From an optimization exercise on the open Yosys and OpenROAD flow, aimed at small area and a short achievable clock period; shortcuts taken in it are not production practice.
Function was checked by simulation only, so behaviour that the tests miss may differ from the original.
Power and IR drop assume default switching activity.

==> job 1776 <==
==> flow/design.v (excerpt) <==
module fp_mul_top (
    input  logic        clk,
    input  logic        arst_n,
    input  logic        in_valid,
    input  logic [31:0] fp_x,
    input  logic [31:0] fp_y,
    input  logic [2:0]  r_mode,
    output logic        out_valid,
    output logic [31:0] fp_z,
    output logic        ovrf,
    output logic        udrf
);
Settings: LEC_CHECK=0, ABC_AREA=1, CAP_MARGIN=20, CORE_MARGIN=2, CORE_UTILIZATION=40, SETUP_SLACK_MARGIN=5, SLEW_MARGIN=20; clock period 8.5 ns.
run.sh (not shown) runs the stock make flow with config.mk's settings and CLKGATE_MAP_FILE= SYNTH_SCRIPT=/design/flow/synth_recipe.tcl, a recipe that flattens the netlist after the stock synthesis.
==> job 222: changes against job 1776 <==
==> flow/flow/run.sh (new file) <==
#!/bin/bash
# Standard ORFS layout (the standard.sh, unchanged synthesis, floorplan,
# power grid and tap cells), with the repair steps aiming at a setup slack
# margin that stands for a shorter clock period than the one signed off.
set -euo pipefail
MARGIN=$(cat flow/margin.txt)
bash standard.sh SETUP_SLACK_MARGIN="$MARGIN" finish > flow_orfs.log 2>&1
==> flow/flow/margin.txt (new file) <==
5.5
==> flow/standard.sh (new file) <==
#!/bin/bash
# synth_recipe.tcl (not shown) runs the flow's synth.tcl, then flattens the netlist and writes it again
# the make line also repeats each setting of config.mk as NAME=value (left out here)
make -C /OpenROAD-flow-scripts/flow DESIGN_CONFIG=/design/flow/config.mk WORK_HOME=/design/flow/orfs CLKGATE_MAP_FILE= SYNTH_SCRIPT=/design/flow/synth_recipe.tcl "${@:-finish}"
- SETUP_SLACK_MARGIN: 5 -> not set
removed: flow/run.sh
==> summary of the runs <==
Between job 1776 and job 222, the lower first-iteration DRC count is in job 1776 (gap 4.5%, measured against job 222). In sequential power, job 1776 and job 222 hardly differ. Clock skew: job 222 is higher than job 1776 (0.0011 ns). Of job 222 and job 1776, job 222 has the higher combinational power (gap 22%, measured against job 1776). Synthesized cell count is the same in job 1776 and job 222. Register-to-register slack: job 222 is better than job 1776 (0.25 ns). In job 1776 the global-route usage is lower than in job 222, by 1.3 points. Against job 222, the routed wire length of job 1776 is lower by about 6%.
==> figures <==
Cell at the slowest stage of the critical path: job 1776 sky130_fd_sc_hd__clkinvlp_2; job 222 sky130_fd_sc_hd__fa_1
Arrival time reported for the critical path endpoint: job 1776 3.97 ns; job 222 3.75 ns
Count of cells resized by post-cts repair: job 1776 49; job 222 439
Number of detailed-route iterations in the first pass: job 1776 21; job 222 26
Total number of nets in the final design: job 1776 3421; job 222 3606
Met1 track demand over resource: job 1776 31.1%; job 222 31.9%
Met2 GRT Util: job 1776 44.3%; job 222 47.3%
Switching Power: job 1776 6120 uW; job 222 6790 uW
Worst setup path endpoint: job 1776 r1_2[35]$_DFF_P_; job 222 r2_2[32]$_DFF_P_
Fmax: job 1776 281 MHz; job 222 302 MHz
Combinational-cell power consumption: job 1776 7980 uW; job 222 9750 uW
Vias in the first global route: job 1776 21600; job 222 22800
Part of the total power dissipated in sequential elements: job 1776 19.5%; job 222 16.6%
Portion of total power attributed to the clock network: job 1776 13.4%; job 222 13.0%
Internal power: job 1776 5760 uW; job 222 7050 uW
Status: job 1776 finished clean; job 222 finished clean
Critical path startpoint: job 1776 one1[11]$_DFF_P_; job 222 fx1[19]$_DFF_P_

========
==> build 9 <==
fp_mul_top, a different RTL version from the one above (not shown whole).
// fp_mul_top
module fp_mul_top (
    input  logic        clk,
    input  logic        arst_n,
    input  logic        in_valid,
    input  logic [31:0] fp_x,
    input  logic [31:0] fp_y,
    input  logic [2:0]  r_mode,
    output logic        out_valid,
    output logic [31:0] fp_z,
    output logic        ovrf,
    output logic        udrf
);
    logic        v1, s1, st21_1, st22_1;
    logic [1:0]  rc1, sp1;
    logic [9:0]  es1;
    logic [22:0] fx1;
    logic [25:1] x3_1;
    logic [7:0]  sel1_1, sel2_1, sel3_1, sel4_1;
    logic [6:0]  neg1;
    logic        v2, s2, st21_2, st22_2;
    logic [1:0]  rc2, sp2;
    logic [9:0]  es2;
    logic [47:0] r0_2, r1_2, r2_2;
    logic        v3, s3, oi3, inc3, ova3, ovb3, uda3, udb3;
    logic [1:0]  sp3;
    logic [7:0]  ea3;
    logic [22:0] fr3;
    logic        sign_in;
    logic [1:0]  rc_in, sp_a;
    logic [9:0]  es_a;
    logic [25:1] x3_a;
    logic [7:0]  sel1_a, sel2_a, sel3_a, sel4_a;
    logic [6:0]  neg_a;
    logic        st21_a, st22_a;
    logic [47:0] r0_b, r1_b, r2_b;
    logic [22:0] fr_c;
    logic        inc_c, ova_c, ovb_c, uda_c, udb_c;
    logic [7:0]  ea_c;
    logic [31:0] z_d;
    logic        ovf_d, udf_d;
    assign sign_in = fp_x[31] ^ fp_y[31];
    always_comb begin
        case (r_mode)
            3'd1:    rc_in = fp_mul_pkg::RC_Z;
            3'd2:    rc_in = sign_in ? fp_mul_pkg::RC_INF : fp_mul_pkg::RC_Z;
            3'd3:    rc_in = sign_in ? fp_mul_pkg::RC_Z : fp_mul_pkg::RC_INF;
            3'd4:    rc_in = fp_mul_pkg::RC_NA;
            default: rc_in = fp_mul_pkg::RC_NE;
        endcase
    end
    fp_unpack u_unpack (
        .fp_x     (fp_x),
        .fp_y     (fp_y),
        .special  (sp_a),
        .exp_sum  (es_a),
        .x3       (x3_a),
        .sel1     (sel1_a),
  ...
Settings: LEC_CHECK=0, ABC_AREA=1, CAP_MARGIN=20, CORE_MARGIN=2, CORE_UTILIZATION=40, SLEW_MARGIN=20; clock period 8.5 ns.
standard.sh (not shown) runs the stock make flow with config.mk's settings and CLKGATE_MAP_FILE= SYNTH_SCRIPT=/design/flow/synth_recipe.tcl, a recipe that flattens the netlist after the stock synthesis.
==> flow/flow/run.sh <==
#!/bin/bash
# The standard ORFS layout (standard.sh, with its standard synthesis) with
# these changes to how it is made:
#  - port buffers are buf_1 cells
#  - CTS runs with the arguments in flow/cts_args.txt (no dummy loads, smaller
#    clock buffers in smaller sink clusters)
#  - the platform's don't-use list is extended with the clock inverters
#    (flow/dont_use.txt), which repair otherwise sizes into weak low-power
#    variants on data paths
#  - the repair steps aim at a setup slack margin (flow/margin.txt) that stands
#    for a shorter clock period than the one signed off
# Each tool's output goes to flow_orfs.log and ORFS's own logs under orfs/logs.
set -euo pipefail
MARGIN=$(cat flow/margin.txt)
CTS_ARGS_FILE=$(cat flow/cts_args.txt)
DONT_USE=$(cat flow/dont_use.txt)
bash standard.sh \
  SETUP_SLACK_MARGIN="$MARGIN" \
  BUFFER_PORTS_ARGS="-buffer_cell sky130_fd_sc_hd__buf_1" \
  CTS_ARGS="$CTS_ARGS_FILE" \
  DONT_USE_CELLS="$DONT_USE" \
  finish > flow_orfs.log 2>&1
==> flow/flow/cts_args.txt <==
-sink_clustering_enable -repair_clock_nets -dont_use_dummy_load -buf_list {sky130_fd_sc_hd__clkbuf_4 sky130_fd_sc_hd__clkbuf_8} -sink_clustering_size 14 -sink_clustering_max_diameter 70
==> flow/flow/dont_use.txt <==
sky130_fd_sc_hd__probe_p_8 sky130_fd_sc_hd__probec_p_8 sky130_fd_sc_hd__lpflow_bleeder_1 sky130_fd_sc_hd__lpflow_clkbufkapwr_1 sky130_fd_sc_hd__lpflow_clkbufkapwr_16 sky130_fd_sc_hd__lpflow_clkbufkapwr_2 sky130_fd_sc_hd__lpflow_clkbufkapwr_4 sky130_fd_sc_hd__lpflow_clkbufkapwr_8 sky130_fd_sc_hd__lpflow_clkinvkapwr_1 sky130_fd_sc_hd__lpflow_clkinvkapwr_16 sky130_fd_sc_hd__lpflow_clkinvkapwr_2 sky130_fd_sc_hd__lpflow_clkinvkapwr_4 sky130_fd_sc_hd__lpflow_clkinvkapwr_8 sky130_fd_sc_hd__lpflow_decapkapwr_12 sky130_fd_sc_hd__lpflow_decapkapwr_3 sky130_fd_sc_hd__lpflow_decapkapwr_4 sky130_fd_sc_hd__lpflow_decapkapwr_6 sky130_fd_sc_hd__lpflow_decapkapwr_8 sky130_fd_sc_hd__lpflow_inputiso0n_1 sky130_fd_sc_hd__lpflow_inputiso0p_1 sky130_fd_sc_hd__lpflow_inputiso1n_1 sky130_fd_sc_hd__lpflow_inputiso1p_1 sky130_fd_sc_hd__lpflow_inputisolatch_1 sky130_fd_sc_hd__lpflow_isobufsrc_1 sky130_fd_sc_hd__lpflow_isobufsrc_16 sky130_fd_sc_hd__lpflow_isobufsrc_2 sky130_fd_sc_hd__lpflow_isobufsrc_4 sky130_fd_sc_hd__lpflow_isobufsrc_8 sky130_fd_sc_hd__lpflow_isobufsrckapwr_16 sky130_fd_sc_hd__lpflow_lsbuf_lh_hl_isowell_tap_1 sky130_fd_sc_hd__lpflow_lsbuf_lh_hl_isowell_tap_2 sky130_fd_sc_hd__lpflow_lsbuf_lh_hl_isowell_tap_4 sky130_fd_sc_hd__lpflow_lsbuf_lh_isowell_4 sky130_fd_sc_hd__lpflow_lsbuf_lh_isowell_tap_1 sky130_fd_sc_hd__lpflow_lsbuf_lh_isowell_tap_2 sky130_fd_sc_hd__lpflow_lsbuf_lh_isowell_tap_4 sky130_fd_sc_hd__clkinv_1 sky130_fd_sc_hd__clkinv_2 sky130_fd_sc_hd__clkinv_4 sky130_fd_sc_hd__clkinv_8 sky130_fd_sc_hd__clkinv_16 sky130_fd_sc_hd__clkinvlp_2 sky130_fd_sc_hd__clkinvlp_4
==> flow/flow/margin.txt <==
5
==> inputs of build 88, as changes to build 9 <==
==> flow/run.sh (new file) <==
#!/bin/bash
# synth_recipe.tcl (not shown) runs the flow's synth.tcl, then flattens the netlist and writes it again
# the make line also repeats each setting of config.mk as NAME=value (left out here)
make -C /OpenROAD-flow-scripts/flow DESIGN_CONFIG=/design/flow/config.mk WORK_HOME=/design/flow/orfs CLKGATE_MAP_FILE= SYNTH_SCRIPT=/design/flow/synth_recipe.tcl finish
SETUP_SLACK_MARGIN = 5   (was default)
removed: flow/flow/run.sh
removed: flow/flow/cts_args.txt
removed: flow/flow/dont_use.txt
removed: flow/flow/margin.txt
removed: flow/standard.sh
==> run summary <==
Critical path depth is the same in build 88 and build 9. Against build 88, the via count of build 9 is lower by 2.3%. Clock power: build 88 is higher than build 9 (110%). Against build 88, the non-clock buffer count of build 9 is lower by 16. Of build 9 and build 88, build 88 has the higher cell area (gap 7.2%, measured against build 88). Of build 88 and build 9, build 9 has the higher first-iteration DRC count (gap about 7%, measured against build 9). Synthesized area is about the same in build 9 and build 88. Build 88 completed with no timing, DRC or antenna violations. Build 9 finished clean. Of build 9 and build 88, build 9 has the higher maximum frequency (gap about 1.8%, measured against build 88). Combinational power: build 9 is lower than build 88 (about 2%).

[afterwards: timing with drivers on the ports]
Ports are ideal in the flow. The routed layouts listed here were re-timed in OpenROAD. Step 1 assumes that a clkbuf_16 drives the clock port and a buf_2 every other input. Step 2 times the ports against the registers' clock, not the clock port: input delays grow and output delays shrink by t, the midpoint of the rising clock arrivals with the driver on. Slacks: no drivers / after step 1 / after step 2; pairs: no drivers / after step 1.
run	shift t [ns]	setup slack, ns	hold slack, ns
job 1776	0.623	4.939 / 4.939 / 4.481	0.326 / 0.326 / 0.326
job 222	0.620	5.185 / 5.185 / 4.948	0.323 / 0.323 / 0.323
build 9	0.696	5.033 / 5.033 / 4.487	0.332 / 0.332 / 0.332
build 88	0.627	4.972 / 4.972 / 4.467	0.324 / 0.324 / 0.324
After both steps every run listed still meets setup and hold. For build 9, which loses most, drivers alone change the setup slack by 0.000 ns; drivers and shift together by -0.546 ns.
